This is an optimization exercise on Yosys and OpenROAD, whose aim is small area, a short achievable clock period and few clock cycles per item, not a production implementation.
Where RTL was checked, it was by simulation tests only, not by an equivalence proof against the original.
The RTL of run 4 was laid out without a check of its function.

File: design/flow/design.v
package aesPkg;
    typedef logic [7:0]               byteT;
    typedef logic [32-1:0]   wordT;
    typedef logic [127:0]             stateT;
    typedef logic [3:0]               roundT;
    typedef logic [8-1:0]   apbAddrT;
    typedef logic [6:0]               segT;   
    typedef logic [4*3-1:0] bcdT;
    function automatic byteT xtime(byteT b);
        xtime = {b[6:0], 1'b0} ^ (b[7] ? 8'h1b : 8'h00);
    endfunction
    function automatic byteT rconFor(roundT n);
        case (n)
            4'd0:    rconFor = 8'h01;
            4'd1:    rconFor = 8'h02;
            4'd2:    rconFor = 8'h04;
            4'd3:    rconFor = 8'h08;
            4'd4:    rconFor = 8'h10;
            4'd5:    rconFor = 8'h20;
            4'd6:    rconFor = 8'h40;
            4'd7:    rconFor = 8'h80;
            4'd8:    rconFor = 8'h1b;
            default: rconFor = 8'h36;
        endcase
    endfunction
endpackage
`timescale 1ns/1ps
module aesSbox (
    input  aesPkg::byteT in,
    output aesPkg::byteT out
);
    logic U0, U1, U2, U3, U4, U5, U6, U7;
    logic T1, T2, T3, T4, T5, T6, T7, T8, T9, T10, T11, T12;
    logic T13, T14, T15, T16, T17, T18, T19, T20, T21, T22, T23, T24;
    logic T25, T26, T27, M1, M2, M3, M4, M5, M6, M7, M8, M9;
    logic M10, M11, M12, M13, M14, M15, M16, M17, M18, M19, M20, M21;
    logic M22, M23, M24, M25, M26, M27, M28, M29, M30, M32, M33, M35;
    logic M36, M37, M38, M39, M40, M41, M42, M43, M44, M45, M46, M47;
    logic M48, M49, M50, M51, M52, M53, M54, M55, M56, M57, M58, M59;
    logic M60, M61, M62, M63, L0, L1, L2, L3, L4, L5, L6, L7;
    logic L8, L9, L10, L11, L12, L13, L14, L15, L16, L17, L18, L19;
    logic L20, L21, L22, L23, L24, L25, L26, L27, L28, L29;
    assign {U0, U1, U2, U3, U4, U5, U6, U7} = in;
    aesXor2 uT1 (.a(U0), .b(U3), .y(T1));
    aesXor2 uT2 (.a(U0), .b(U5), .y(T2));
    aesXor2 uT3 (.a(U0), .b(U6), .y(T3));
    aesXor2 uT4 (.a(U3), .b(U5), .y(T4));
    aesXor2 uT5 (.a(U4), .b(U6), .y(T5));
    aesXor2 uT6 (.a(T1), .b(T5), .y(T6));
    aesXor2 uT7 (.a(U1), .b(U2), .y(T7));
    aesXor2 uT8 (.a(U7), .b(T6), .y(T8));
    aesXor2 uT9 (.a(U7), .b(T7), .y(T9));
    aesXor2 uT10 (.a(T6), .b(T7), .y(T10));
    aesXor2 uT11 (.a(U1), .b(U5), .y(T11));
    aesXor2 uT12 (.a(U2), .b(U5), .y(T12));
    aesXor2 uT13 (.a(T3), .b(T4), .y(T13));
    aesXor2 uT14 (.a(T6), .b(T11), .y(T14));
    aesXor2 uT15 (.a(T5), .b(T11), .y(T15));
    aesXor2 uT16 (.a(T5), .b(T12), .y(T16));
    aesXor2 uT17 (.a(T9), .b(T16), .y(T17));
    aesXor2 uT18 (.a(U3), .b(U7), .y(T18));
    aesXor2 uT19 (.a(T7), .b(T18), .y(T19));
    aesXor2 uT20 (.a(T1), .b(T19), .y(T20));
    aesXor2 uT21 (.a(U6), .b(U7), .y(T21));
    aesXor2 uT22 (.a(T7), .b(T21), .y(T22));
    aesXor2 uT23 (.a(T2), .b(T22), .y(T23));
    aesXor2 uT24 (.a(T2), .b(T10), .y(T24));
    aesXor2 uT25 (.a(T20), .b(T17), .y(T25));
    aesXor2 uT26 (.a(T3), .b(T16), .y(T26));
    aesXor2 uT27 (.a(T1), .b(T12), .y(T27));
    aesNand2 uM1 (.a(T13), .b(T6), .y(M1));
    aesNand2 uM2 (.a(T23), .b(T8), .y(M2));
    aesXnor2 uM3 (.a(T14), .b(M1), .y(M3));
    aesNand2 uM4 (.a(T19), .b(U7), .y(M4));
    aesXor2 uM5 (.a(M4), .b(M1), .y(M5));
    aesNand2 uM6 (.a(T3), .b(T16), .y(M6));
    aesNand2 uM7 (.a(T22), .b(T9), .y(M7));
    aesXnor2 uM8 (.a(T26), .b(M6), .y(M8));
    aesNand2 uM9 (.a(T20), .b(T17), .y(M9));
    aesXor2 uM10 (.a(M9), .b(M6), .y(M10));
    aesNand2 uM11 (.a(T1), .b(T15), .y(M11));
    aesNand2 uM12 (.a(T4), .b(T27), .y(M12));
    aesXor2 uM13 (.a(M12), .b(M11), .y(M13));
    aesNand2 uM14 (.a(T2), .b(T10), .y(M14));
    aesXor2 uM15 (.a(M14), .b(M11), .y(M15));
    aesXnor2 uM16 (.a(M3), .b(M2), .y(M16));
    aesXor2 uM17 (.a(M5), .b(T24), .y(M17));
    aesXnor2 uM18 (.a(M8), .b(M7), .y(M18));
    aesXor2 uM19 (.a(M10), .b(M15), .y(M19));
    aesXor2 uM20 (.a(M16), .b(M13), .y(M20));
    aesXor2 uM21 (.a(M17), .b(M15), .y(M21));
    aesXor2 uM22 (.a(M18), .b(M13), .y(M22));
    aesXor2 uM23 (.a(M19), .b(T25), .y(M23));
    aesXor2 uM24 (.a(M22), .b(M23), .y(M24));
    aesNand2 uM25 (.a(M22), .b(M20), .y(M25));
    aesXnor2 uM26 (.a(M21), .b(M25), .y(M26));
    aesXor2 uM27 (.a(M20), .b(M21), .y(M27));
    aesXnor2 uM28 (.a(M23), .b(M25), .y(M28));
    aesNand2 uM29 (.a(M28), .b(M27), .y(M29));
    aesNand2 uM30 (.a(M26), .b(M24), .y(M30));
    aesNand3 uM32 (.a(M27), .b(M20), .c(M23), .y(M32));
    aesXnor2 uM33 (.a(M27), .b(M25), .y(M33));
    aesNand3 uM35 (.a(M24), .b(M21), .c(M22), .y(M35));
    aesXnor2 uM36 (.a(M24), .b(M25), .y(M36));
    aesXnor2 uM37 (.a(M21), .b(M29), .y(M37));
    aesXnor2 uM38 (.a(M32), .b(M33), .y(M38));
    aesXnor2 uM39 (.a(M23), .b(M30), .y(M39));
    aesXnor2 uM40 (.a(M35), .b(M36), .y(M40));
    aesXor2 uM41 (.a(M38), .b(M40), .y(M41));
    aesXor2 uM42 (.a(M37), .b(M39), .y(M42));
    aesXor2 uM43 (.a(M37), .b(M38), .y(M43));
    aesXor2 uM44 (.a(M39), .b(M40), .y(M44));
    aesXor2 uM45 (.a(M42), .b(M41), .y(M45));
    aesNand2 uM46 (.a(M44), .b(T6), .y(M46));
    aesNand2 uM47 (.a(M40), .b(T8), .y(M47));
    aesNand2 uM48 (.a(M39), .b(U7), .y(M48));
    aesNand2 uM49 (.a(M43), .b(T16), .y(M49));
    aesNand2 uM50 (.a(M38), .b(T9), .y(M50));
    aesNand2 uM51 (.a(M37), .b(T17), .y(M51));
    aesNand2 uM52 (.a(M42), .b(T15), .y(M52));
    aesNand2 uM53 (.a(M45), .b(T27), .y(M53));
    aesNand2 uM54 (.a(M41), .b(T10), .y(M54));
    aesNand2 uM55 (.a(M44), .b(T13), .y(M55));
    aesNand2 uM56 (.a(M40), .b(T23), .y(M56));
    aesNand2 uM57 (.a(M39), .b(T19), .y(M57));
    aesNand2 uM58 (.a(M43), .b(T3), .y(M58));
    aesNand2 uM59 (.a(M38), .b(T22), .y(M59));
    aesNand2 uM60 (.a(M37), .b(T20), .y(M60));
    aesNand2 uM61 (.a(M42), .b(T1), .y(M61));
    aesNand2 uM62 (.a(M45), .b(T4), .y(M62));
    aesNand2 uM63 (.a(M41), .b(T2), .y(M63));
    aesXor2 uL0 (.a(M61), .b(M62), .y(L0));
    aesXor2 uL1 (.a(M50), .b(M56), .y(L1));
    aesXor2 uL2 (.a(M46), .b(M48), .y(L2));
    aesXor2 uL3 (.a(M47), .b(M55), .y(L3));
    aesXor2 uL4 (.a(M54), .b(M58), .y(L4));
    aesXor2 uL5 (.a(M49), .b(M61), .y(L5));
    aesXnor2 uL6 (.a(M62), .b(L5), .y(L6));
    aesXnor2 uL7 (.a(M46), .b(L3), .y(L7));
    aesXor2 uL8 (.a(M51), .b(M59), .y(L8));
    aesXor2 uL9 (.a(M52), .b(M53), .y(L9));
    aesXnor2 uL10 (.a(M53), .b(L4), .y(L10));
    aesXnor2 uL11 (.a(M60), .b(L2), .y(L11));
    aesXor2 uL12 (.a(M48), .b(M51), .y(L12));
    aesXnor2 uL13 (.a(M50), .b(L0), .y(L13));
    aesXor2 uL14 (.a(M52), .b(M61), .y(L14));
    aesXnor2 uL15 (.a(M55), .b(L1), .y(L15));
    aesXnor2 uL16 (.a(M56), .b(L0), .y(L16));
    aesXnor2 uL17 (.a(M57), .b(L1), .y(L17));
    aesXnor2 uL18 (.a(M58), .b(L8), .y(L18));
    aesXnor2 uL19 (.a(M63), .b(L4), .y(L19));
    aesXor2 uL20 (.a(L0), .b(L1), .y(L20));
    aesXor2 uL21 (.a(L1), .b(L7), .y(L21));
    aesXor2 uL22 (.a(L3), .b(L12), .y(L22));
    aesXor2 uL23 (.a(L18), .b(L2), .y(L23));
    aesXor2 uL24 (.a(L15), .b(L9), .y(L24));
    aesXor2 uL25 (.a(L6), .b(L10), .y(L25));
    aesXor2 uL26 (.a(L7), .b(L9), .y(L26));
    aesXor2 uL27 (.a(L8), .b(L10), .y(L27));
    aesXor2 uL28 (.a(L11), .b(L14), .y(L28));
    aesXor2 uL29 (.a(L11), .b(L17), .y(L29));
    aesXor2 uS0 (.a(L6), .b(L24), .y(out[7]));
    aesXnor2 uS1 (.a(L16), .b(L26), .y(out[6]));
    aesXnor2 uS2 (.a(L19), .b(L28), .y(out[5]));
    aesXor2 uS3 (.a(L6), .b(L21), .y(out[4]));
    aesXor2 uS4 (.a(L20), .b(L22), .y(out[3]));
    aesXor2 uS5 (.a(L25), .b(L29), .y(out[2]));
    aesXnor2 uS6 (.a(L13), .b(L27), .y(out[1]));
    aesXnor2 uS7 (.a(L6), .b(L23), .y(out[0]));
endmodule
module aesXor2 (
    input  logic a,
    input  logic b,
    output logic y
);
    assign y = a ^ b;
endmodule
module aesXnor2 (
    input  logic a,
    input  logic b,
    output logic y
);
    assign y = ~(a ^ b);
endmodule
module aesNand2 (
    input  logic a,
    input  logic b,
    output logic y
);
    assign y = ~(a & b);
endmodule
module aesNor2 (
    input  logic a,
    input  logic b,
    output logic y
);
    assign y = ~(a | b);
endmodule
module aesNand3 (
    input  logic a,
    input  logic b,
    input  logic c,
    output logic y
);
    assign y = ~(a & b & c);
endmodule
module aesXnorW #(parameter int W = 8) (
    input  logic [W-1:0] a,
    input  logic [W-1:0] b,
    output logic [W-1:0] y
);
    assign y = ~(a ^ b);
endmodule
module aesOai22 (
    input  logic a1,
    input  logic a2,
    input  logic b1,
    input  logic b2,
    output logic y
);
    assign y = ~((a1 | a2) & (b1 | b2));
endmodule
module aesAo22 (
    input  logic a1,
    input  logic a2,
    input  logic b1,
    input  logic b2,
    output logic y
);
    assign y = a1 & a2 | b1 & b2;
endmodule
module aesAoi222 (
    input  logic a1,
    input  logic a2,
    input  logic b1,
    input  logic b2,
    input  logic c1,
    input  logic c2,
    output logic y
);
    assign y = ~(a1 & a2 | b1 & b2 | c1 & c2);
endmodule
module aesNand4 (
    input  logic a,
    input  logic b,
    input  logic c,
    input  logic d,
    output logic y
);
    assign y = ~(a & b & c & d);
endmodule
module aesXorW #(parameter int W = 8) (
    input  logic [W-1:0] a,
    input  logic [W-1:0] b,
    output logic [W-1:0] y
);
    assign y = a ^ b;
endmodule
`timescale 1ns/1ps
module aesKeySchedule (
    input  aesPkg::stateT keyN,
    input  aesPkg::byteT  rcon,
    output aesPkg::stateT nextKey
);
    aesPkg::wordT rotW;
    aesPkg::wordT subW;
    aesPkg::wordT p0N;    
    aesPkg::wordT p1;     
    aesPkg::wordT w23;    
    assign rotW = ~{keyN[23:0], keyN[31:24]};
    for (genvar i = 0; i < 4; i++) begin : gSubWord
        aesSbox uSbox (
            .in  (rotW[8*i +: 8]),
            .out (subW[8*i +: 8])
        );
    end
    aesXorW #(.W(8))  uRcon (.a(keyN[127:120]), .b(rcon), .y(p0N[31:24]));
    assign p0N[23:0] = keyN[119:96];
    aesXorW #(.W(32)) uP1  (.a(p0N), .b(keyN[95:64]), .y(p1));
    aesXorW #(.W(32)) uW23 (.a(keyN[63:32]), .b(keyN[31:0]), .y(w23));
    aesXnorW #(.W(32)) uW0 (.a(subW), .b(p0N), .y(nextKey[127:96]));
    aesXorW  #(.W(32)) uW1 (.a(subW), .b(p1),  .y(nextKey[95:64]));
    aesXnorW #(.W(32)) uW2 (.a(nextKey[95:64]), .b(keyN[63:32]), .y(nextKey[63:32]));
    aesXorW  #(.W(32)) uW3 (.a(nextKey[95:64]), .b(w23), .y(nextKey[31:0]));
endmodule
`timescale 1ns/1ps
module aesRoundEngine (
    input  logic          clk,
    input  logic          rstN,
    input  logic          load,
    input  aesPkg::stateT loadKey,
    input  aesPkg::stateT loadBlock,
    output logic          lastRound,
    output logic          idle,
    output aesPkg::stateT finalOut
);
    aesPkg::roundT round;
    aesPkg::stateT stateRegN;
    aesPkg::stateT keyRegN;
    aesPkg::stateT stateNextN;
    aesPkg::stateT keyNextN;
    logic          loadN;
    aesPkg::stateT addKey;
    aesPkg::stateT shifted;
    aesPkg::stateT mixed;
    aesPkg::stateT nextKey;
    aesPkg::byteT  subB [16];
    assign lastRound = round == 4'd9;
    assign idle      = round == 4'd10;
    aesKeySchedule uKeySched (
        .keyN    (keyRegN),
        .rcon    (aesPkg::rconFor(round)),
        .nextKey (nextKey)
    );
    aesXorW #(.W(128)) uAddKey (.a(stateRegN), .b(keyRegN), .y(addKey));
    for (genvar i = 0; i < 16; i++) begin : gSubShift
        aesSbox uSbox (
            .in  (addKey[127-8*i -: 8]),
            .out (subB[i])
        );
        assign shifted[127-8*i -: 8] = subB[(i % 4) + 4 * (((i / 4) + (i % 4)) % 4)];
    end
    for (genvar c = 0; c < 4; c++) begin : gMix
        aesMixColumn uMix (.col(shifted[127-32*c -: 32]), .mixed(mixed[127-32*c -: 32]));
    end
    aesXorW #(.W(128)) uFinal (.a(shifted), .b(nextKey), .y(finalOut));
    always_ff @(posedge clk or negedge rstN) begin
        if (!rstN)
            round <= 4'd10;
        else if (load)
            round <= '0;
        else if (!idle)
            round <= round + 1'b1;
    end
    assign loadN = ~load;
    for (genvar i = 0; i < 128; i++) begin : gNext
        aesOai22 uStateMux (.a1(mixed[i]), .a2(load), .b1(loadBlock[i]), .b2(loadN),
                            .y(stateNextN[i]));
        aesOai22 uKeyMux (.a1(nextKey[i]), .a2(load), .b1(loadKey[i]), .b2(loadN),
                          .y(keyNextN[i]));
    end
    always_ff @(posedge clk) begin
        stateRegN <= stateNextN;
        keyRegN   <= keyNextN;
    end
endmodule
module aesMixColumn (
    input  aesPkg::wordT col,
    output aesPkg::wordT mixed
);
    aesPkg::byteT b [4];
    aesPkg::byteT p [4];    
    aesPkg::byteT q [4];    
    aesPkg::byteT x [4];    
    logic [2:0]   xr [4];
    for (genvar i = 0; i < 4; i++) begin : gByte
        assign b[i] = col[31-8*i -: 8];
    end
    for (genvar i = 0; i < 4; i++) begin : gCol
        aesXorW #(.W(8)) uP (.a(b[i]), .b(b[(i+1)%4]), .y(p[i]));
        aesXorW #(.W(8)) uQ (.a(p[(i+1)%4]), .b(b[(i+3)%4]), .y(q[i]));
        aesXorW #(.W(3)) uX (.a({p[i][3], p[i][2], p[i][0]}), .b({3{p[i][7]}}), .y(xr[i]));
        assign x[i] = {p[i][6:4], xr[i][2:1], p[i][1], xr[i][0], p[i][7]};
        aesXorW #(.W(8)) uO (.a(q[i]), .b(x[i]), .y(mixed[31-8*i -: 8]));
    end
endmodule
`timescale 1ns/1ps
module aesApbRegs (
    input  logic    clk,
    input  logic    rstN,
    input  aesPkg::apbAddrT paddr,
    input  logic    psel,
    input  logic    penable,
    input  logic    pwrite,
    input  aesPkg::wordT    pwdata,
    output aesPkg::wordT    prdata,
    output logic    pready,
    output logic    pslverr,
    output logic    coreLoad,
    output aesPkg::stateT   coreKey,
    output aesPkg::stateT   coreBlock,
    input  logic    coreLast,
    input  logic    coreIdle,
    input  aesPkg::stateT   coreResult,
    output aesPkg::byteT    resultByte
);
    aesPkg::stateT      keyReg;
    aesPkg::stateT      blockReg;
    aesPkg::stateT      resultReg;
    logic       doneBit;
    logic       busy;        
    logic       pend;        
    logic       access;
    logic       err;
    logic       wrOk;
    logic       startAcc;
    logic       finish;
    logic       merge;       
    logic       wrKB;        
    logic       hitCtrl, hitStatus, hitKey, hitBlock, hitResult;
    logic [1:0] word;
    assign access    = psel && penable;
    assign pready    = 1'b1;  
    assign word      = paddr[3:2];  
    assign hitCtrl   = paddr == 8'h00;
    assign hitStatus = paddr == 8'h04;
    assign hitKey    = paddr[1:0] == 2'b00 && paddr[7:4] == 4'h1;
    assign hitBlock  = paddr[1:0] == 2'b00 && paddr[7:4] == 4'h2;
    assign hitResult = paddr[1:0] == 2'b00 && paddr[7:4] == 4'h3;
    always_comb begin
        err = 1'b0;
        if (!(hitCtrl || hitStatus || hitKey || hitBlock || hitResult))
            err = 1'b1;
        else if (pwrite && (hitStatus || hitResult))
            err = 1'b1;  
        else if (pwrite && busy && (hitCtrl || hitKey || hitBlock))
            err = 1'b1;  
    end
    assign pslverr  = access && err;
    assign wrOk     = access && pwrite && !err;
    assign startAcc = wrOk && hitCtrl && pwdata[0];
    assign merge    = psel && pwrite && !busy && (hitKey || hitBlock);
    assign wrKB     = merge && penable;
    assign finish   = coreLast && (busy || startAcc);
    aesPkg::wordT wdata;
    assign wdata = rstN ? pwdata : '0;
    logic [3:0] selKey, selKeyN, selBlock, selBlockN;
    for (genvar w = 0; w < 4; w++) begin : gMerge
        assign selKey[w]    = !rstN || (merge && hitKey && word == 2'(w));
        assign selBlock[w]  = !rstN || (merge && hitBlock && word == 2'(w));
        assign selKeyN[w]   = ~selKey[w];
        assign selBlockN[w] = ~selBlock[w];
        for (genvar j = 0; j < 32; j++) begin : gBit
            aesAo22 uKey (.a1(wdata[31-j]), .a2(selKey[w]), .b1(keyReg[127-32*w-j]),
                          .b2(selKeyN[w]), .y(coreKey[127-32*w-j]));
            aesAo22 uBlock (.a1(wdata[31-j]), .a2(selBlock[w]), .b1(blockReg[127-32*w-j]),
                            .b2(selBlockN[w]), .y(coreBlock[127-32*w-j]));
        end
    end
    assign coreLoad = (merge && !penable) || (wrKB != pend) || (startAcc && coreIdle);
    logic [3:0]   selRdK, selRdB, selRdR;
    logic         selRdS;
    logic [3:0]   rdG [32];
    logic [1:0]   status;
    logic [1:0]   statusG;
    logic [1:0]   rdLow;
    for (genvar w = 0; w < 4; w++) begin : gRdSel
        assign selRdK[w] = paddr[5:4] == 2'd1 && word == 2'(w);
        assign selRdB[w] = paddr[5:4] == 2'd2 && word == 2'(w);
        assign selRdR[w] = paddr[5:4] == 2'd3 && word == 2'(w);
    end
    assign selRdS = paddr[5:4] == 2'd0 && paddr[2];
    assign status = {doneBit, busy};
    for (genvar j = 0; j < 32; j++) begin : gRd
        aesAoi222 uG0 (.a1(keyReg[127-j]),    .a2(selRdK[0]), .b1(keyReg[95-j]),     .b2(selRdK[1]),
                       .c1(keyReg[63-j]),     .c2(selRdK[2]), .y(rdG[j][0]));
        aesAoi222 uG1 (.a1(keyReg[31-j]),     .a2(selRdK[3]), .b1(blockReg[127-j]),  .b2(selRdB[0]),
                       .c1(blockReg[95-j]),   .c2(selRdB[1]), .y(rdG[j][1]));
        aesAoi222 uG2 (.a1(blockReg[63-j]),   .a2(selRdB[2]), .b1(blockReg[31-j]),   .b2(selRdB[3]),
                       .c1(resultReg[127-j]), .c2(selRdR[0]), .y(rdG[j][2]));
        aesAoi222 uG3 (.a1(resultReg[95-j]),  .a2(selRdR[1]), .b1(resultReg[63-j]),  .b2(selRdR[2]),
                       .c1(resultReg[31-j]),  .c2(selRdR[3]), .y(rdG[j][3]));
        if (j < 30) begin : gHigh
            aesNand4 uOr (.a(rdG[j][0]), .b(rdG[j][1]), .c(rdG[j][2]), .d(rdG[j][3]),
                          .y(prdata[31-j]));
        end else begin : gLow
            assign statusG[31-j] = ~(status[31-j] && selRdS);
            assign rdLow[31-j]   = rdG[j][0] && rdG[j][1] && rdG[j][2] && rdG[j][3];
            assign prdata[31-j]  = ~(rdLow[31-j] && statusG[31-j]);
        end
    end
    aesPkg::stateT resultNext;
    logic          resLoad, resHold;
    assign resLoad = rstN && finish;
    assign resHold = rstN && !finish;
    for (genvar j = 0; j < 128; j++) begin : gRes
        aesAo22 uRes (.a1(coreResult[j]), .a2(resLoad), .b1(resultReg[j]), .b2(resHold),
                      .y(resultNext[j]));
    end
    always_ff @(posedge clk) begin
        keyReg    <= coreKey;
        blockReg  <= coreBlock;
        resultReg <= resultNext;
    end
    always_ff @(posedge clk or negedge rstN) begin
        if (!rstN) begin
            doneBit    <= 1'b0;
            busy       <= 1'b0;
            pend       <= 1'b0;
        end else begin
            pend <= merge && !penable;
            if (finish) begin
                doneBit <= 1'b1;
                busy    <= 1'b0;
            end else if (startAcc) begin
                doneBit <= 1'b0;
                busy    <= 1'b1;
            end
        end
    end
    assign resultByte = resultReg[7:0];
endmodule
`timescale 1ns/1ps
module aesSegDisplay (
    input  aesPkg::byteT                 value,
    output logic [3*7-1:0]     segOut
);
    function automatic logic [3:0] add3(logic [3:0] a);
        logic t00, t01, t02, t03, t04, t05, t06, t07, t08, t09, t10, t11;
        logic [3:0] y;
        t11 = a[2] & ~(a[0]);
        t00 = a[3] | t11;
        t01 = a[0] | ~(a[3]);
        t02 = a[1] & ~(a[3]);
        t03 = t01 & ~(t02);
        y[2] = t00 & t03;
        t04 = t11 | ~(t02);
        y[1] = ~(t01 & t04);
        t05 = a[2] | ~(a[0]);
        t06 = a[3] | t05;
        t07 = ~(t11 & t02);
        t08 = t06 & t07;
        y[0] = ~(t01 & t08);
        t09 = a[0] | a[1];
        t10 = a[2] & t09;
        y[3] = a[3] | t10;
        add3 = y;
    endfunction
    function automatic logic [6:0] seg7(logic [3:0] a);
        logic t00, t01, t02, t03, t04, t05, t06, t07, t08, t09, t10, t11, t12;
        logic [6:0] y;
        t00 = a[1] | a[0];
        t01 = a[2] & ~(a[1]);
        t02 = ~(a[1] & a[0]);
        t03 = a[2] & t02;
        t04 = ~(a[3] | t03);
        y[5] = t00 & t04;
        t05 = t01 & ~(a[3]);
        y[4] = a[0] | t05;
        t06 = ~(a[2] & t00);
        t07 = ~(t00 & t03);
        t08 = a[2] | ~(a[1]);
        t09 = ~(a[2] | a[0]);
        t10 = ~(a[3] | t09);
        t11 = t08 & t10;
        y[3] = t07 & t11;
        t12 = a[0] | a[3];
        y[2] = ~(t08 | t12);
        y[1] = ~(a[3] | t07);
        y[0] = t06 & t11;
        y[6] = t04 & t08;
        seg7 = y;
    endfunction
    function automatic logic [6:0] seg3(logic [1:0] a);
        logic [6:0] y;
        y[2] = a[1] & ~(a[0]);
        y[6] = a[0] | ~(a[1]);
        y[0] = a[0] & ~(a[1]);
        y[5] = a[0] ^ a[1];
        { y[4:3], y[1] } = { y[0], y[0], 1'h0 };
        seg3 = y;
    endfunction
    logic [3:0] c1, c2, c3, c4, c5, c6, c7;
    assign c1 = add3({1'b0, value[7:5]});
    assign c2 = add3({c1[2:0], value[4]});
    assign c3 = add3({c2[2:0], value[3]});
    assign c4 = add3({c3[2:0], value[2]});
    assign c5 = add3({c4[2:0], value[1]});
    assign c6 = add3({1'b0, c1[3], c2[3], c3[3]});
    assign c7 = add3({c6[2:0], c4[3]});
    assign segOut[20:14] = seg3({c6[3], c7[3]});
    assign segOut[13:7]  = seg7({c7[2:0], c5[3]});
    assign segOut[6:0]   = seg7({c5[2:0], value[0]});
endmodule
`timescale 1ns/1ps
module aesTop (
    input  logic        clk,
    input  logic        rstN,
    input  aesPkg::apbAddrT     paddr,
    input  logic        psel,
    input  logic        penable,
    input  logic        pwrite,
    input  aesPkg::wordT        pwdata,
    output aesPkg::wordT        prdata,
    output logic        pready,
    output logic        pslverr,
    output logic [20:0] segOut
);
    aesPkg::byteT resultByte;
    logic  coreLoad;
    aesPkg::stateT coreKey;
    aesPkg::stateT coreBlock;
    logic  coreLast;
    logic  coreIdle;
    aesPkg::stateT coreResult;
    aesApbRegs uRegs (
        .clk        (clk),
        .rstN       (rstN),
        .paddr      (paddr),
        .psel       (psel),
        .penable    (penable),
        .pwrite     (pwrite),
        .pwdata     (pwdata),
        .prdata     (prdata),
        .pready     (pready),
        .pslverr    (pslverr),
        .coreLoad   (coreLoad),
        .coreKey    (coreKey),
        .coreBlock  (coreBlock),
        .coreLast   (coreLast),
        .coreIdle   (coreIdle),
        .coreResult (coreResult),
        .resultByte (resultByte)
    );
    aesRoundEngine uEngine (
        .clk       (clk),
        .rstN      (rstN),
        .load      (coreLoad),
        .loadKey   (coreKey),
        .loadBlock (coreBlock),
        .lastRound (coreLast),
        .idle      (coreIdle),
        .finalOut  (coreResult)
    );
    aesSegDisplay uDisplay (
        .value  (resultByte),
        .segOut (segOut)
    );
endmodule
File: design/flow/run.sh
#!/bin/bash
# synth_recipe.tcl (not shown) runs the flow's synth.tcl, then flattens the netlist and writes it again
# the make line also repeats each setting of config.mk as NAME=value (left out here)
make -C /OpenROAD-flow-scripts/flow DESIGN_CONFIG=/design/flow/config.mk WORK_HOME=/design/flow/orfs CLKGATE_MAP_FILE= SYNTH_SCRIPT=/design/flow/synth_recipe.tcl finish
File: design/flow/config.mk
export PLATFORM = sky130hd
export DESIGN_NAME = aesTop
export DESIGN_NICKNAME = aesTop
export VERILOG_FILES = /design/flow/design.v
export SDC_FILE = /design/flow/constraint.sdc
export NUM_CORES = 4
export LEC_CHECK = 0
export CAP_MARGIN = 20
export CELL_PAD_IN_SITES_DETAIL_PLACEMENT = 1
export CELL_PAD_IN_SITES_GLOBAL_PLACEMENT = 1
export CORE_MARGIN = 2
export CORE_UTILIZATION = 45
export CTS_CLUSTER_DIAMETER = 100
export CTS_CLUSTER_SIZE = 20
export PLACE_DENSITY = 0.55
export SETUP_SLACK_MARGIN = 1
export SLEW_MARGIN = 20
export SYNTH_HIERARCHICAL = 1
File: design/flow/constraint.sdc
create_clock -name core_clock -period 8.0 [get_ports {clk}]
set_input_delay 1.6000 -clock core_clock [delete_from_list [all_inputs] [get_ports {clk}]]
set_output_delay 1.6000 -clock core_clock [all_outputs]
set_load 0.01 [all_outputs]
==> flow_summary.toml, run 1 <==
[worst_setup_path]
slowest_stage = "dfxtp_1"
crit_family = "XOR/XNOR gates"
cp.required_ns = 8.42
worstSetupStartpointType = "flop"
critical_path.endpoint_type = "flop"
crit_arrival_ns = 7.22
crit_path_max_incr_delay_ns = 0.50
crit_path_cell_trace = "xor2_4, xor2_2, xor2_2, xor2_1, nand2_1, xor2_1, xor2_1, xor2_2, xor2_1, nand3_1, xnor2_2, xor2_1, xor2_1, nand2_1, xnor2_2, buf_12, xor2_2, buf_4, xor2_1, xor2_1, xor2_1, o22ai_1"
critPathMaxFanout = 5
crit_buf_inv = 2
rrSetupSlack_ns = 1.20
crit_type = "reg -> reg"
cp_common_cell = "xor2_1"

[placement]
hpwlAfterDp_um = 153200
gp_congestion = 0.9891
portBuffers = 97
place_inst = 6853

[die]
die_h_um = 331.7
start_util_pct = 45.25
die-area_um2 = 110000
die_x_um = 331.7
core-area_um2 = 106800
row_count = 120
ios = 100

[global_routing]
grt_pass1_wl_um = 289300
track_usage_pct = 35.09
overflow = 0
antenna_found_initial = 5
grt_pass1_vias = 41500
grt_max_degree = 164

[routing]
wire_per_inst_um = 29.13
drc = 0
wl_um = 201300
routed-via-count = 40380
avgViaCountPerCell = 5.843
dr.pass1.iters = 8
drt_iter0_markers = 3984
ant_nets = 0

[logic_synthesis]
syn_avg_cell_area_um2 = 9.287
synth.area.mux_share_pct = 0.09583
synth_ff_type = "dfxtp_1"
yosysWarnings = 19
synth_fa_ha_area_share_pct = 0.2072
synth_area_um2 = 48310
yosysSeqAreaShare_pct = 26.89
synth_edf_count = 0
synth_cell_types = 76
async_reset_ff_share_pct = 1.082
synth_compound_area_share_pct = 14.20
synthCells = 5202
netlist_top_cells_count = "xor2_1 (2185), dfxtp_1 (640), nand2_1 (623), xnor2_1 (589), a22o_1 (385)"
yosys.area.top_type = "xor2_1"
syn_nets = 5255
synth-simple-area-share_pct = 7.376
synth-xor-area-share_pct = 50.33
yosys.area.top_type_share_pct = 39.61
synth_most_common_cell = "xor2_1"
ys_top_cells_by_area = "xor2_1 (40%), dfxtp_1 (27%), xnor2_1 (11%)"
synth_top_family_by_area = "XOR/XNOR gates"
synth-seq-cells = 647

[layout]
instances_no_fill = 6910
multi_input_area_um2 = 37450
fillers = 12000
fin_nets = 5552
drive_gt1_share_pct = 10.57
seq_area_um2 = 12990
area_growth_syn_to_layout_pct = 16.15

[cts]
cts_tree = "done"
clk_path_buf_depth = 3
htreeDepth = 2
cts_inserted_buffers = 40
holdBufCountCts = 0
clock-sinks = 647
clk_latency_ns = 0.62
path_clk_slew_ns = 0.09
root_buffer = "clkbuf_16"

[sta]
setup-tns-final_ns = 0
hold_violations = 0
setup_viol = 0
skew_ns = 0.03240
worstMarginPinSlew_ns = 1.132
slew_headroom_pct = 24.55
clock.fmax_mhz = 147.1
rsz0062_at_grt = "true"
fin_crit_sh_pct = 84.98
drv_slew = 0
fin_crit_ns = 6.798

[hold_path]
hp-class = "reg -> reg"

[job]
maxCapViolCount = 0

[run_status]
outcome = "finished clean"
==> Yosys stat by module, one instance, submodules excluded, excerpt <==
module	flops+latches	cells	times used	area, um^2
aesApbRegs	387	508	1	8493
aesRoundEngine	260	297	1	5497
aesSegDisplay	0	159	1	1071
aesKeySchedule	0	32	1	120.1
aesXor2	0	1	1360	8.758
aesXnor2	0	1	520	8.758
aesOai22	0	1	256	6.256
aesNand4	0	1	30	6.256
aesNand3	0	1	40	5.005
aesNand2	0	1	600	3.754
==> logic make-up after synthesis <==
kind of cell / Yosys count
XOR/XNOR: 2775
AO/OA/AOI/OAI: 849
AND/OR/NAND/NOR: 830
flip-flops: 647
buffers and inverters: 87
adder cells (fa/ha/maj): 8
multiplexers: 4
other: 2
==> area by class of cell <==
cell class	count	share of cell area (%)
clock inverters	6	0.1561
multi-input cells	4468	66.74
repair buffers	293	4.616
inverters	49	0.3412
well taps	1403	3.129
flip-flops and latches	647	23.16
diodes	1	0.004460
clock buffers	43	1.860
==> per-layer routing <==
metal	part of all wire (%)	vias up	routed length [um]	global-route usage (%)
li1	-	18160	-	-
met1	43	20370	85690	46.11
met2	45	1494	90720	56.09
met3	7.2	355	14480	6.440
met4	5.1	4	10320	15.49
met5	0.046	-	92	0
==> sequential cells by signal (all words and copies together) (netlist names) <==
| register | count |
|---|---|
| uRegs.busy | 1 |
| uRegs.resultReg | 128 |
| uRegs.pend | 1 |
| uEngine.keyRegN | 128 |
| uEngine.round | 4 |
| uRegs.keyReg | 128 |
| uEngine.stateRegN | 128 |
| uRegs.doneBit | 1 |
| uRegs.blockReg | 128 |
==> placed cells by master, fill, tap and decap left out, types with 48 or more instances in the layout <==
cell / instances
a222oi_1: 128
a22o_1: 385
buf_4: 185
clkdlybuf4s50_1: 96
dfxtp_1: 637
inv_1: 48
nand2_1: 623
o22ai_1: 255
xnor2_1: 516
xnor2_2: 69
xor2_1: 1977
xor2_2: 194
==> through the flow <==
stage / worst slack, ns / hold slack (ns) / utilization, % / area [um^2]
3_5_place_dp: 0.2154 / 0.4595 / 49.27 / 52590
3_3_place_gp: 0.2882 / 0.4560 / 49.26 / 52590
5_1_grt: 0.8783 / 0.4992 / 52.56 / 56110
4_1_cts: 0.9697 / 0.4828 / 50.73 / 54150
6_report: 1.202 / 0.4840 / 52.56 / 56110
2_1_floorplan: -3.465 / 0.4418 / - / 48330
==> worst paths after layout <==
check | from | end | depth (start not counted)
setup reg to reg | uEngine.stateRegN[92]$_DFF_P_ | uEngine.stateRegN[68]$_DFF_P_ | 22
hold reg to reg | uRegs.resultReg[10]$_DFF_P_ | uRegs.resultReg[10]$_DFF_P_ | 1
min in group asynchronous | rstN | uRegs.doneBit$_DFFE_PN0P_ | 1
hold / removal | uRegs.resultReg[10]$_DFF_P_ | uRegs.resultReg[10]$_DFF_P_ | 1
max in group asynchronous | rstN | uEngine.round[3]$_DFFE_PN1P_ | 2
setup / recovery | uEngine.stateRegN[92]$_DFF_P_ | uEngine.stateRegN[68]$_DFF_P_ | 22
==> timing repair <==
item                                    4_1_cts  5_1_grt
pin swaps                                     0        9
buffers inserted                              0        7
endpoints found under the setup margin       85      244
resized for setup                            56      243
Testbench counts, summed over its fixed seeds: cycles 10,368, blocks 384.
==> run 2: changes to the inputs <==
--- a/design/flow/config.mk
+++ b/design/flow/config.mk
@@ -10,8 +10,8 @@
 export CELL_PAD_IN_SITES_GLOBAL_PLACEMENT = 1
 export CORE_MARGIN = 2
-export CORE_UTILIZATION = 45
+export CORE_UTILIZATION = 55
 export CTS_CLUSTER_DIAMETER = 100
 export CTS_CLUSTER_SIZE = 20
-export PLACE_DENSITY = 0.55
+export PLACE_DENSITY = 0.65
 export SETUP_SLACK_MARGIN = 1
 export SLEW_MARGIN = 20
==> flow_summary.toml, run 2 <==
[run_status]
outcome = "finished clean"

[routing]
routed-via-count = 41970
wire_per_inst_um = 29.74
wl_um = 197500
avgViaCountPerCell = 6.320
drc = 0
dr.pass1.iters = 9
drt_iter0_markers = 5220
ant_nets = 0

[cts]
clock-sinks = 647
cts_inserted_buffers = 38
root_buffer = "clkbuf_16"
htreeDepth = 2
path_clk_slew_ns = 0.09
cts_tree = "done"
clk_latency_ns = 0.61
clk_path_buf_depth = 3

[logic_synthesis]
async_reset_ff_share_pct = 1.082
synth_area_um2 = 48310
synth_ff_type = "dfxtp_1"
yosysWarnings = 19
netlist_top_cells_count = "xor2_1 (2185), dfxtp_1 (640), nand2_1 (623), xnor2_1 (589), a22o_1 (385)"
yosysSeqAreaShare_pct = 26.89
syn_avg_cell_area_um2 = 9.287
synth_cell_types = 76
syn_nets = 5255
synth_edf_count = 0
synth_most_common_cell = "xor2_1"
synth-seq-cells = 647
yosys.area.top_type_share_pct = 39.61
ys_top_cells_by_area = "xor2_1 (40%), dfxtp_1 (27%), xnor2_1 (11%)"
yosys.area.top_type = "xor2_1"
synthCells = 5202

[die]
ios = 100
core-area_um2 = 86890
die_x_um = 300.4
start_util_pct = 55.60
die-area_um2 = 90220
row_count = 108
die_h_um = 300.4

[layout]
antennaDiodeCount = 0
fillers = 9691
mostFrequentLayoutCells = "xor2_1 (1988), dfxtp_1 (637), nand2_1 (623)"
instances_no_fill = 6641
drive_gt1_share_pct = 9.789
area_growth_syn_to_layout_pct = 14.50
fin_nets = 5534
final_common_cell = "xor2_1"

[sta]
fin_hold_ws_ns = 0.4843
setup_viol = 0
setup-tns-final_ns = 0
hold_violations = 0
drv_slew = 0
rsz0062_at_grt = "true"
worstMarginPinSlew_ns = 1.210
skew_ns = 0.03240
slew_headroom_pct = 19.14
fin_crit_sh_pct = 86.43
clock.fmax_mhz = 144.6
fin_crit_ns = 6.914

[placement]
hpwlAfterDp_um = 143800
portBuffers = 97
gp_congestion = 0.9910
place_inst = 6582

[job]
maxCapViolCount = 0

[global_routing]
grt_pass1_vias = 43110
track_usage_pct = 41.52
antenna_found_initial = 1
grt_pass1_wl_um = 282300
grt_max_degree = 129
overflow = 0

[worst_setup_path]
cp.required_ns = 8.37
worstSetupStartpointType = "flop"
crit_type = "reg -> reg"
critPathMaxFanout = 5
critical_path.endpoint_type = "flop"
crit_arrival_ns = 7.29

[hold_path]
hp-class = "reg -> reg"
==> run 2: changes by cell type in the layout (fill, tap and decap cells not counted), moves of 2 or more <==
| cell | before | now |
|---|---|---|
| o21a_1 | 3 | 7 |
| o21a_2 | 5 | 1 |
| clkbuf_1 | 1 | 4 |
| clkbuf_16 | 41 | 39 |
| xnor2_2 | 69 | 65 |
| xnor2_4 | 4 | 2 |
| xor2_2 | 194 | 183 |
| xnor2_1 | 516 | 522 |
| xor2_1 | 1977 | 1988 |
| buf_12 | 12 | 6 |
| buf_4 | 185 | 174 |
==> run 2: layout make-up <==
cell class	instances	area, um^2	share of cell area [%]
Timing Repair Buffer	277	2392	4.325
Clock inverter	2	20.02	0.03619
Clock buffer	43	991.0	1.792
Multi-Input combinational cell	4468	37280	67.40
Sequential cell	647	12990	23.49
Inverter	49	191.4	0.3461
Tap cell	1155	1445	2.613
==> run 2: cells by family (layout without fill, tap and decap cells) <==
| group | Yosys count | after routing | synth area share [%] |
|---|---|---|---|
| xor gates and xnor gates | 2775 | 2775 | 50.33 |
| and+or+nand+nor | 830 | 830 | 7.376 |
| adders and majority gates | 8 | 8 | 0.2072 |
| buffers and inverters | 87 | 371 | 0.8884 |
| AOI/OAI and AO/OA | 849 | 849 | 14.20 |
| muxes | 4 | 4 | 0.09582 |
| DFF | 647 | 647 | 26.89 |
| other | 2 | 2 | 0.01555 |
==> run 2: final timing paths <==
check                                                from                            end  slack, ns  depth (start not counted)
max                        uEngine.stateRegN[113]$_DFF_P_  uEngine.stateRegN[20]$_DFF_P_       1.09                         22
min                           uRegs.resultReg[93]$_DFF_P_    uRegs.resultReg[93]$_DFF_P_       0.48                          1
max reg2reg                uEngine.stateRegN[113]$_DFF_P_  uEngine.stateRegN[20]$_DFF_P_       1.09                         22
min reg2reg                   uRegs.resultReg[93]$_DFF_P_    uRegs.resultReg[93]$_DFF_P_       0.48                          1
max in group asynchronous                            rstN      uRegs.doneBit$_DFFE_PN0P_       5.92                          2
min in group asynchronous                            rstN           uRegs.pend$_DFF_PN0_       1.62                          2
==> run 2: metrics by stage <==
stage	setup WS (ns)	utilization (%)	area [um^2]
2_1_floorplan	-3.465	-	48330
3_3_place_gp	0.5728	59.84	51990
3_5_place_dp	0.3749	59.84	52000
4_1_cts	0.9912	61.59	53510
5_1_grt	0.7204	63.66	55310
6_report	1.086	63.66	55310
==> run 2: timing repair <==
action	CTS	global route
gates cloned	0	0
pin swaps	3	6
buffers inserted	4	10
setup endpoints to repair	82	217
hold buffers	0	0
gates resized for setup	60	223
==> run 2: worst max-delay path: stages, from the launching register on <==
cell,delay [ns]
dfxtp_1,0.45
xor2_2,0.35
xor2_2,0.39
xor2_2,0.36
xor2_1,0.31
nand2_1,0.12
xor2_1,0.28
xor2_1,0.28
xor2_2,0.32
xor2_1,0.29
nand3_1,0.17
xnor2_2,0.29
xor2_1,0.32
xor2_1,0.29
nand2_1,0.20
xor2_1,0.44
xor2_1,0.22
xor2_1,0.17
buf_4,0.23
xor2_1,0.31
xor2_1,0.27
xor2_2,0.34
o22ai_1,0.26
==> run 2: per-layer routing <==
metal / GRT usage (%) / share of wire [%] / up-vias / wire length [um]
met5: 0 / 0.0061 / - / 12
met4: 23.81 / 7.1 / 2 / 14100
met3: 9.473 / 9.9 / 657 / 19460
met2: 64.31 / 44 / 2318 / 86550
met1: 53.11 / 39 / 20870 / 77360
li1: - / - / 18130 / -
==> run 2: modules after synthesis, one instance, submodules excluded, a selection <==
module / area (um^2) / flip-flops and latches / cells / times used
aesRoundEngine: 5497 / 260 / 297 / 1
aesAoi222: 10.01 / 0 / 1 / 128
aesNand3: 5.005 / 0 / 1 / 40
aesNand2: 3.754 / 0 / 1 / 600
aesApbRegs: 8493 / 387 / 508 / 1
aesKeySchedule: 120.1 / 0 / 32 / 1
aesAo22: 8.758 / 0 / 1 / 384
aesNand4: 6.256 / 0 / 1 / 30
aesXnor2: 8.758 / 0 / 1 / 520
aesOai22: 6.256 / 0 / 1 / 256
aesXor2: 8.758 / 0 / 1 / 1360
aesSegDisplay: 1071 / 0 / 159 / 1
==> run 3: changes to the inputs <==
--- a/design/flow/config.mk
+++ b/design/flow/config.mk
@@ -10,9 +10,9 @@
 export CELL_PAD_IN_SITES_GLOBAL_PLACEMENT = 1
 export CORE_MARGIN = 2
-export CORE_UTILIZATION = 55
+export CORE_UTILIZATION = 45
 export CTS_CLUSTER_DIAMETER = 100
 export CTS_CLUSTER_SIZE = 20
-export PLACE_DENSITY = 0.65
-export SETUP_SLACK_MARGIN = 1
+export PLACE_DENSITY = 0.55
+export SETUP_SLACK_MARGIN = 1.1
 export SLEW_MARGIN = 20
 export SYNTH_HIERARCHICAL = 1
==> flow_summary.toml, run 3 <==
[global_routing]
grt_pass1_wl_um = 289600
grt_max_degree = 164
antenna_found_initial = 5
overflow = 0
track_usage_pct = 35.12
grt_pass1_vias = 41460

[die]
die_x_um = 331.7
die_h_um = 331.7
die-area_um2 = 110000
start_util_pct = 45.25
ios = 100
core-area_um2 = 106800
row_count = 120

[logic_synthesis]
synth_most_common_cell = "xor2_1"
synth_edf_count = 0
ys_top_cells_by_area = "xor2_1 (40%), dfxtp_1 (27%), xnor2_1 (11%)"
netlist_top_cells_count = "xor2_1 (2185), dfxtp_1 (640), nand2_1 (623), xnor2_1 (589), a22o_1 (385)"
synth_ff_type = "dfxtp_1"
synth_cell_types = 76
syn_nets = 5255
synthCells = 5202
syn_avg_cell_area_um2 = 9.287
synth_compound_area_share_pct = 14.20
synth-simple-area-share_pct = 7.376
synth_top_family_by_area = "XOR/XNOR gates"
synth_area_um2 = 48310
synth.area.mux_share_pct = 0.09583
synth-seq-cells = 647
yosysWarnings = 19
yosys.area.top_type_share_pct = 39.61
yosys.area.top_type = "xor2_1"
synth_fa_ha_area_share_pct = 0.2072
yosysSeqAreaShare_pct = 26.89
synth-xor-area-share_pct = 50.33
async_reset_ff_share_pct = 1.082

[routing]
drt_iter0_markers = 4101
wl_um = 201300
ant_nets = 0
dr_wl_met2_um = 91130
met1Wirelength_um = 85880
wire_per_inst_um = 29.09
routed.top_layer = "met5"
dr.pass1.iters = 8
avgViaCountPerCell = 5.845
wl_met3_um = 13950
routed-via-count = 40450
drc = 0

[layout]
fin_util_pct = 53.18
final_area_um2 = 56780
drive_gt1_share_pct = 11.87
fillers = 11960
fin_nets = 5563
final_common_cell = "xor2_1"
mostFrequentLayoutCells = "xor2_1 (1932), dfxtp_1 (631), nand2_1 (623)"
antennaDiodeCount = 0
instances_no_fill = 6920
area_growth_syn_to_layout_pct = 17.52

[sta]
fin_crit_sh_pct = 84.66
fin_crit_ns = 6.773
skew_ns = 0.03343
slew_headroom_pct = 23.69
rsz0062_at_grt = "true"
setup-tns-final_ns = 0
worstMarginPinSlew_ns = 1.140
layout_setup_ws_ns = 1.227
hold_violations = 0
setup_viol = 0
drv_slew = 0
clock.fmax_mhz = 147.6

[cts]
cts_tree = "done"
clk_path_buf_depth = 3
path_clk_slew_ns = 0.08
root_buffer = "clkbuf_16"
clk_latency_ns = 0.62
holdBufCountCts = 0
clock-sinks = 647
cts_inserted_buffers = 40
htreeDepth = 2

[worst_setup_path]
critPathMaxFanout = 17
regToRegEndpoint = "uEngine.stateRegN[64]$_DFF_P_"
rrSetupSlack_ns = 1.28
cp.required_ns = 6.40
crit_type = "in -> out"
critical_path.endpoint_type = "output port"
worstSetupStartpointType = "input pin"
crit_arrival_ns = 5.17
r2r_start = "uEngine.stateRegN[92]$_DFF_P_"
r2r_cells = 21

[hold_path]
hp-start = "uRegs.resultReg[13]$_DFF_P_"
min_path_cells = 1
hp-class = "reg -> reg"
hold_path_end = "uRegs.resultReg[13]$_DFF_P_"

[placement]
placed_area_um2 = 52590
pre_cts_slack_ns = 0.2154
hpwlAfterDp_um = 153200
gp_congestion = 0.9891
portBuffers = 97
place_inst = 6853

[run_status]
outcome = "finished clean"

[job]
maxCapViolCount = 0
-- run 3: changes by cell type in the layout (fill, tap and decap cells not counted), moves of 6 or more --
| cell | before | now |
|---|---|---|
| xnor2_2 | 65 | 78 |
| xor2_4 | 15 | 27 |
| xor2_1 | 1988 | 1932 |
| xnor2_1 | 522 | 506 |
| buf_12 | 6 | 13 |
| xor2_2 | 183 | 227 |
| dfxtp_2 | 3 | 9 |
| buf_4 | 174 | 195 |
| dfxtp_1 | 637 | 631 |
-- run 3: cell type report --
class	count	area, um^2	area share, %
inverters	49	191.4	0.3372
clock buffers	43	1044	1.838
repair buffers	304	2685	4.729
flip-flops and latches	647	13000	22.90
multi-input cells	4468	38010	66.95
clock inverters	6	87.58	0.1543
well taps	1403	1755	3.092
-- run 3: cells by family (layout without fill, tap and decap cells) --
group                      count (synthesis)  count (layout)
and+or+nand+nor                          830             830
xor gates and xnor gates                2775            2775
adders and majority gates                  8               8
other                                      2               2
AOI/OAI and AO/OA                        849             849
DFF                                      647             647
buffers and inverters                     87             402
muxes                                      4               4
-- run 3: worst max-delay path by stage --
stage / from / to / slack (ns) / cells past startpoint
finish: paddr[3] / prdata[28] / 1.23 / 7
detailed placement: uEngine.stateRegN[92]$_DFF_P_ / uEngine.stateRegN[71]$_DFF_P_ / 0.22 / 21
CTS: uEngine.keyRegN[93]$_DFF_P_ / uEngine.stateRegN[71]$_DFF_P_ / 1.02 / 21
floorplan: paddr[1] / uEngine.keyRegN[0]$_DFF_P_ / -3.46 / 5
global placement: uEngine.stateRegN[92]$_DFF_P_ / uEngine.stateRegN[71]$_DFF_P_ / 0.29 / 21
global route: uEngine.keyRegN[39]$_DFF_P_ / uEngine.stateRegN[22]$_DFF_P_ / 0.94 / 22
-- run 3: timing repair --
item,CTS,global route
endpoints found under the hold margin,0,0
setup buffers,2,16
pin swaps,1,20
setup endpoints to repair,105,273
gates cloned,0,0
gates resized for setup,78,296
-- run 3: metal layers --
layer / global-route usage, % / up-vias
met5: 0 / -
met4: 15.58 / 6
met1: 46.32 / 20440
met2: 56.12 / 1499
met3: 6.148 / 360
li1: - / 18150
-- run 3: stage by stage --
step	hold WS [ns]
final	0.4828
after global routing	0.4995
after CTS	0.4828
after detailed placement	0.4595
after global placement	0.4560
after floorplan	0.4418
-- run 3: modules after synthesis (local to each module, per instance), excerpt --
module / flip-flops and latches / copies in the design
aesAo22: 0 / 384
aesAoi222: 0 / 128
aesNand3: 0 / 40
aesApbRegs: 387 / 1
aesNand4: 0 / 30
aesXnor2: 0 / 520
aesSegDisplay: 0 / 1
-- run 3: worst max-delay path: stages --
cell and delay [ns]:
clkdlybuf4s50_1 0.54, nand2b_1 0.51, nor2_4 0.94, buf_4 0.50
a222oi_1 0.17, nand4_1 0.29, clkdlybuf4s50_1 0.60
==> run 4: changes to the inputs <==
--- a/design/flow/design.v
+++ b/design/flow/design.v
@@ -169,4 +169,147 @@
     aesXnor2 uS7 (.a(L6), .b(L23), .y(out[0]));
 endmodule
+module aesSboxN (
+    input  aesPkg::byteT in,
+    output aesPkg::byteT out
+);
+    logic U0, U1, U2, U3, U4, U5, U6, U7;
+    logic T1, T2, T3, T4, T5, T6, T7, T8, T9, T10, T11, T12;
+    logic T13, T14, T15, T16, T17, T18, T19, T20, T21, T22, T23, T24;
+    logic T25, T26, T27, M1, M2, M3, M4, M5, M6, M7, M8, M9;
+    logic M10, M11, M12, M13, M14, M15, M16, M17, M18, M19, M20, M21;
+    logic M22, M23, M24, M25, M26, M27, M28, M29, M30, M32, M33, M35;
+    logic M36, M37, M38, M39, M40, M41, M42, M43, M44, M45, M46, M47;
+    logic M48, M49, M50, M51, M52, M53, M54, M55, M56, M57, M58, M59;
+    logic M60, M61, M62, M63, L0, L1, L2, L3, L4, L5, L6, L7;
+    logic L8, L9, L10, L11, L12, L13, L14, L15, L16, L17, L18, L19;
+    logic L20, L21, L22, L23, L24, L25, L26, L27, L28, L29;
+    assign {U0, U1, U2, U3, U4, U5, U6, U7} = in;
+    aesXor2 uT1 (.a(U0), .b(U3), .y(T1));
+    aesXor2 uT2 (.a(U0), .b(U5), .y(T2));
+    aesXor2 uT3 (.a(U0), .b(U6), .y(T3));
+    aesXor2 uT4 (.a(U3), .b(U5), .y(T4));
+    aesXor2 uT5 (.a(U4), .b(U6), .y(T5));
+    aesXor2 uT6 (.a(T1), .b(T5), .y(T6));
+    aesXor2 uT7 (.a(U1), .b(U2), .y(T7));
+    aesXnor2 uT8 (.a(U7), .b(T6), .y(T8));
+    aesXnor2 uT9 (.a(U7), .b(T7), .y(T9));
+    aesXor2 uT10 (.a(T6), .b(T7), .y(T10));
+    aesXor2 uT11 (.a(U1), .b(U5), .y(T11));
+    aesXor2 uT12 (.a(U2), .b(U5), .y(T12));
+    aesXor2 uT13 (.a(T3), .b(T4), .y(T13));
+    aesXor2 uT14 (.a(T6), .b(T11), .y(T14));
+    aesXor2 uT15 (.a(T5), .b(T11), .y(T15));
+    aesXor2 uT16 (.a(T5), .b(T12), .y(T16));
+    aesXor2 uT17 (.a(T9), .b(T16), .y(T17));
+    aesXor2 uT18 (.a(U3), .b(U7), .y(T18));
+    aesXnor2 uT19 (.a(T7), .b(T18), .y(T19));
+    aesXnor2 uT20 (.a(T1), .b(T19), .y(T20));
+    aesXor2 uT21 (.a(U6), .b(U7), .y(T21));
+    aesXor2 uT22 (.a(T7), .b(T21), .y(T22));
+    aesXor2 uT23 (.a(T2), .b(T22), .y(T23));
+    aesXor2 uT24 (.a(T2), .b(T10), .y(T24));
+    aesXor2 uT25 (.a(T20), .b(T17), .y(T25));
+    aesXor2 uT26 (.a(T3), .b(T16), .y(T26));
+    aesXor2 uT27 (.a(T1), .b(T12), .y(T27));
+    aesNand2 uM1 (.a(T13), .b(T6), .y(M1));
+    aesNand2 uM2 (.a(T23), .b(T8), .y(M2));
+    aesXnor2 uM3 (.a(T14), .b(M1), .y(M3));
+    aesNor2 uM4 (.a(T19), .b(U7), .y(M4));
+    aesXnor2 uM5 (.a(M4), .b(M1), .y(M5));
+    aesNand2 uM6 (.a(T3), .b(T16), .y(M6));
+    aesNand2 uM7 (.a(T22), .b(T9), .y(M7));
+    aesXnor2 uM8 (.a(T26), .b(M6), .y(M8));
+    aesNand2 uM9 (.a(T20), .b(T17), .y(M9));
+    aesXor2 uM10 (.a(M9), .b(M6), .y(M10));
+    aesNand2 uM11 (.a(T1), .b(T15), .y(M11));
+    aesNand2 uM12 (.a(T4), .b(T27), .y(M12));
+    aesXor2 uM13 (.a(M12), .b(M11), .y(M13));
+    aesNand2 uM14 (.a(T2), .b(T10), .y(M14));
+    aesXor2 uM15 (.a(M14), .b(M11), .y(M15));
+    aesXnor2 uM16 (.a(M3), .b(M2), .y(M16));
+    aesXor2 uM17 (.a(M5), .b(T24), .y(M17));
+    aesXnor2 uM18 (.a(M8), .b(M7), .y(M18));
+    aesXor2 uM19 (.a(M10), .b(M15), .y(M19));
+    aesXor2 uM20 (.a(M16), .b(M13), .y(M20));
+    aesXor2 uM21 (.a(M17), .b(M15), .y(M21));
+    aesXor2 uM22 (.a(M18), .b(M13), .y(M22));
+    aesXor2 uM23 (.a(M19), .b(T25), .y(M23));
+    aesXor2 uM24 (.a(M22), .b(M23), .y(M24));
+    aesNand2 uM25 (.a(M22), .b(M20), .y(M25));
+    aesXnor2 uM26 (.a(M21), .b(M25), .y(M26));
+    aesXor2 uM27 (.a(M20), .b(M21), .y(M27));
+    aesXnor2 uM28 (.a(M23), .b(M25), .y(M28));
+    aesNand2 uM29 (.a(M28), .b(M27), .y(M29));
+    aesNand2 uM30 (.a(M26), .b(M24), .y(M30));
+    aesNand3 uM32 (.a(M27), .b(M20), .c(M23), .y(M32));
+    aesXnor2 uM33 (.a(M27), .b(M25), .y(M33));
+    aesNand3 uM35 (.a(M24), .b(M21), .c(M22), .y(M35));
+    aesXnor2 uM36 (.a(M24), .b(M25), .y(M36));
+    aesXnor2 uM37 (.a(M21), .b(M29), .y(M37));
+    aesXnor2 uM38 (.a(M32), .b(M33), .y(M38));
+    aesXor2 uM39 (.a(M23), .b(M30), .y(M39));
+    aesXnor2 uM40 (.a(M35), .b(M36), .y(M40));
+    aesXor2 uM41 (.a(M38), .b(M40), .y(M41));
+    aesXnor2 uM42 (.a(M37), .b(M39), .y(M42));
+    aesXor2 uM43 (.a(M37), .b(M38), .y(M43));
+    aesXnor2 uM44 (.a(M39), .b(M40), .y(M44));
+    aesXor2 uM45 (.a(M42), .b(M41), .y(M45));
+    aesNand2 uM46 (.a(M44), .b(T6), .y(M46));
+    aesNand2 uM47 (.a(M40), .b(T8), .y(M47));
+    aesNor2 uM48 (.a(M39), .b(U7), .y(M48));
+    aesNand2 uM49 (.a(M43), .b(T16), .y(M49));
+    aesNand2 uM50 (.a(M38), .b(T9), .y(M50));
+    aesNand2 uM51 (.a(M37), .b(T17), .y(M51));
+    aesNand2 uM52 (.a(M42), .b(T15), .y(M52));
+    aesNand2 uM53 (.a(M45), .b(T27), .y(M53));
+    aesNand2 uM54 (.a(M41), .b(T10), .y(M54));
+    aesNand2 uM55 (.a(M44), .b(T13), .y(M55));
+    aesNand2 uM56 (.a(M40), .b(T23), .y(M56));
+    aesNor2 uM57 (.a(M39), .b(T19), .y(M57));
+    aesNand2 uM58 (.a(M43), .b(T3), .y(M58));
+    aesNand2 uM59 (.a(M38), .b(T22), .y(M59));
+    aesNand2 uM60 (.a(M37), .b(T20), .y(M60));
+    aesNand2 uM61 (.a(M42), .b(T1), .y(M61));
+    aesNand2 uM62 (.a(M45), .b(T4), .y(M62));
+    aesNand2 uM63 (.a(M41), .b(T2), .y(M63));
+    aesXor2 uL0 (.a(M61), .b(M62), .y(L0));
+    aesXor2 uL1 (.a(M50), .b(M56), .y(L1));
+    aesXnor2 uL2 (.a(M46), .b(M48), .y(L2));
+    aesXor2 uL3 (.a(M47), .b(M55), .y(L3));
+    aesXor2 uL4 (.a(M54), .b(M58), .y(L4));
+    aesXor2 uL5 (.a(M49), .b(M61), .y(L5));
+    aesXnor2 uL6 (.a(M62), .b(L5), .y(L6));
+    aesXnor2 uL7 (.a(M46), .b(L3), .y(L7));
+    aesXor2 uL8 (.a(M51), .b(M59), .y(L8));
+    aesXor2 uL9 (.a(M52), .b(M53), .y(L9));
+    aesXnor2 uL10 (.a(M53), .b(L4), .y(L10));
+    aesXnor2 uL11 (.a(M60), .b(L2), .y(L11));
+    aesXnor2 uL12 (.a(M48), .b(M51), .y(L12));
+    aesXnor2 uL13 (.a(M50), .b(L0), .y(L13));
+    aesXor2 uL14 (.a(M52), .b(M61), .y(L14));
+    aesXnor2 uL15 (.a(M55), .b(L1), .y(L15));
+    aesXnor2 uL16 (.a(M56), .b(L0), .y(L16));
+    aesXor2 uL17 (.a(M57), .b(L1), .y(L17));
+    aesXnor2 uL18 (.a(M58), .b(L8), .y(L18));
+    aesXnor2 uL19 (.a(M63), .b(L4), .y(L19));
+    aesXor2 uL20 (.a(L0), .b(L1), .y(L20));
+    aesXor2 uL21 (.a(L1), .b(L7), .y(L21));
+    aesXor2 uL22 (.a(L3), .b(L12), .y(L22));
+    aesXor2 uL23 (.a(L18), .b(L2), .y(L23));
+    aesXor2 uL24 (.a(L15), .b(L9), .y(L24));
+    aesXor2 uL25 (.a(L6), .b(L10), .y(L25));
+    aesXor2 uL26 (.a(L7), .b(L9), .y(L26));
+    aesXor2 uL27 (.a(L8), .b(L10), .y(L27));
+    aesXor2 uL28 (.a(L11), .b(L14), .y(L28));
+    aesXor2 uL29 (.a(L11), .b(L17), .y(L29));
+    aesXor2 uS0 (.a(L6), .b(L24), .y(out[7]));
+    aesXnor2 uS1 (.a(L16), .b(L26), .y(out[6]));
+    aesXnor2 uS2 (.a(L19), .b(L28), .y(out[5]));
+    aesXor2 uS3 (.a(L6), .b(L21), .y(out[4]));
+    aesXor2 uS4 (.a(L20), .b(L22), .y(out[3]));
+    aesXor2 uS5 (.a(L25), .b(L29), .y(out[2]));
+    aesXnor2 uS6 (.a(L13), .b(L27), .y(out[1]));
+    aesXnor2 uS7 (.a(L6), .b(L23), .y(out[0]));
+endmodule
 module aesXor2 (
     input  logic a,
@@ -268,7 +411,7 @@
     aesPkg::wordT p1;     
     aesPkg::wordT w23;    
-    assign rotW = ~{keyN[23:0], keyN[31:24]};
+    assign rotW = {keyN[23:0], keyN[31:24]};  
     for (genvar i = 0; i < 4; i++) begin : gSubWord
-        aesSbox uSbox (
+        aesSboxN uSbox (
             .in  (rotW[8*i +: 8]),
             .out (subW[8*i +: 8])
--- a/design/flow/config.mk
+++ b/design/flow/config.mk
@@ -14,5 +14,5 @@
 export CTS_CLUSTER_SIZE = 20
 export PLACE_DENSITY = 0.55
-export SETUP_SLACK_MARGIN = 1.1
+export SETUP_SLACK_MARGIN = 1
 export SLEW_MARGIN = 20
 export SYNTH_HIERARCHICAL = 1
==> flow_summary.toml, run 4 <==
[global_routing]
grt_pass1_wl_um = 292900
grt_pass1_vias = 41750
track_usage_pct = 35.65
grt_max_degree = 160

[worst_setup_path]
rrSetupSlack_ns = 1.17
crit_arrival_ns = 7.26
regToRegEndpoint = "uEngine.stateRegN[75]$_DFF_P_"
worstSetupStartpointType = "flop"
critPathMaxFanout = 6
r2r_cells = 22

[cts]
path_clk_slew_ns = 0.09
clock-sinks = 647
root_buffer = "clkbuf_16"
clk_latency_ns = 0.60
cts_tree = "done"

[routing]
routed-via-count = 40670
avgViaCountPerCell = 5.886
wire_per_inst_um = 29.46
ant_nets = 0
drc = 0

[logic_synthesis]
synth_cell_types = 76
yosys.area.top_type_share_pct = 39.20
synth_ff_type = "dfxtp_1"
syn_avg_cell_area_um2 = 9.321
yosysWarnings = 19
netlist_top_cells_count = "xor2_1 (2157), dfxtp_1 (640), xnor2_1 (617), nand2_1 (611), a22o_1 (385)"

[hold_path]
hp-start = "uRegs.resultReg[16]$_DFF_P_"
hp-class = "reg -> reg"

[sta]
clock.fmax_mhz = 146.5
fin_hold_ws_ns = 0.4859
rsz0062_at_grt = "true"
fin_crit_ns = 6.828
skew_ns = 0.02431

[placement]
hpwlAfterDp_um = 153800
gp_congestion = 0.9799
portBuffers = 97
place_inst = 6837

[layout]
area_growth_syn_to_layout_pct = 16.30
final_common_cell = "xor2_1"
multi_input_area_um2 = 37340
seq_area_um2 = 13000

[die]
die_x_um = 331.2
die-area_um2 = 109700
start_util_pct = 45.21

[run_status]
outcome = "finished clean"

[job]
maxCapViolCount = 0
## run 4: cell types whose count changed in the layout (fill, tap and decap cells not counted), sizes merged, moves of 2 or more
cell / change
clkinvlp: +2
xor2: -28
xnor2: +28
inv: -34
buf: +18
clkbuf: +3
diode: +3
nor2: +12
nand2: -12
## run 4: logic make-up after synthesis
kind of cell / synth area share (%)
AO/OA/AOI/OAI: 14.24
buffers and inverters: 0.6413
XOR/XNOR: 50.45
AND/OR/NAND/NOR: 7.395
flip-flops: 26.96
multiplexers: 0.09606
adder cells (fa/ha/maj): 0.2077
other: 0.01558
## run 4: through the flow
step	setup slack, ns	util, %	setup TNS [ns]
detailed placement	0.3576	49.32	0
CTS	0.9886	50.82	0
global route	0.8865	52.57	0
finish	1.172	52.58	0
global placement	0.3461	49.32	0
floorplan	-3.465	-	-886.96
## run 4: worst max path at each step
stage | from | endpoint
after CTS | uEngine.keyRegN[12]$_DFF_P_ | uEngine.stateRegN[76]$_DFF_P_
final | uEngine.keyRegN[10]$_DFF_P_ | uEngine.stateRegN[75]$_DFF_P_
after global placement | uEngine.keyRegN[28]$_DFF_P_ | uEngine.stateRegN[27]$_DFF_P_
after global routing | uEngine.keyRegN[15]$_DFF_P_ | uEngine.stateRegN[76]$_DFF_P_
after detailed placement | uEngine.keyRegN[12]$_DFF_P_ | uEngine.stateRegN[76]$_DFF_P_
after floorplan | paddr[1] | uEngine.keyRegN[0]$_DFF_P_
## run 4: metal layers
layer / routed length [um] / share of wire, % / vias to the layer above / GRT usage, %
met5: 19 / 0.0093 / - / 0
met4: 8868 / 4.4 / 4 / 14.28
met3: 14720 / 7.2 / 382 / 5.285
met2: 93660 / 46 / 1599 / 58.16
met1: 86280 / 42 / 20540 / 47.23
li1: - / - / 18140 / -
## run 4: final cells by class
class,instances,area share (%)
diodes,3,0.01339
clock buffers,46,1.900
clock inverters,4,0.06697
inverters,17,0.1272
multi-input cells,4468,66.62
flip-flops and latches,647,23.20
well taps,1403,3.132
repair buffers,322,4.943
## run 4: worst max-delay path, stage by stage, from the launching register on
cell and delay [ns]:
dfxtp_1 0.33, buf_4 0.20, xor2_1 0.46, xor2_1 0.31
xor2_1 0.48, xor2_1 0.30, nand2_1 0.10, xor2_1 0.20
xor2_1 0.25, xor2_2 0.32, xor2_1 0.34, nand2_1 0.16
xnor2_2 0.31, xor2_1 0.31, nand2_1 0.18, xor2_1 0.22
xnor2_2 0.36, xor2_1 0.37, xor2_4 0.36, xor2_1 0.29
xor2_1 0.24, xor2_1 0.37, o22ai_1 0.15
## run 4: what timing repair did
action | in CTS | in global routing
setup endpoints to repair | 67 | 203
gates resized for setup | 63 | 229
hold buffers | 0 | 0
setup buffers | 3 | 17
pin swaps | 2 | 9
## run 4: per-module statistics from Yosys (local to each module, per instance), excerpt
| module | cells | flops+latches | cell area [um^2] |
|---|---|---|---|
| aesRoundEngine | 297 | 260 | 5497 |
| aesAoi222 | 1 | 0 | 10.01 |
| aesNand4 | 1 | 0 | 6.256 |
| aesNand2 | 1 | 0 | 3.754 |
| aesApbRegs | 508 | 387 | 8493 |
| aesOai22 | 1 | 0 | 6.256 |
| aesAo22 | 1 | 0 | 8.758 |
| aesXnor2 | 1 | 0 | 8.758 |
| aesNand3 | 1 | 0 | 5.005 |
| aesNor2 | 1 | 0 | 3.754 |
| aesXor2 | 1 | 0 | 8.758 |
| aesSegDisplay | 159 | 0 | 1071 |

what the ideal ports hide:
Ports are ideal in the flow. The routed layouts listed here were re-timed in OpenROAD.
Step 1: set_driving_cell puts a clkbuf_16 on clk and a buf_2 on each other input, an assumption about the parent block.
Step 2 moves the port delays by t, midway between the first and last clock arrival at a register: inputs arrive t later, outputs are due t later. That takes back most of the time a late clock gives input paths.
Slacks: ideal ports / drivers / drivers and shift; pairs: ideal ports / drivers.
run | t (ns) | setup WS [ns] | worst setup path at the end
run 1 | 0.679 | 1.202 / 1.192 / 1.192 | input to output
run 2 | 0.668 | 1.086 / 1.086 / 1.086 | register to register
run 3 | 0.676 | 1.227 / 1.203 / 1.203 | input to output
run 4 | 0.671 | 1.172 / 1.172 / 1.172 | register to register
After both steps setup and hold are still met in every run listed. For run 3, which loses most, drivers alone change the setup slack by -0.024 ns; drivers and shift together by -0.024 ns.
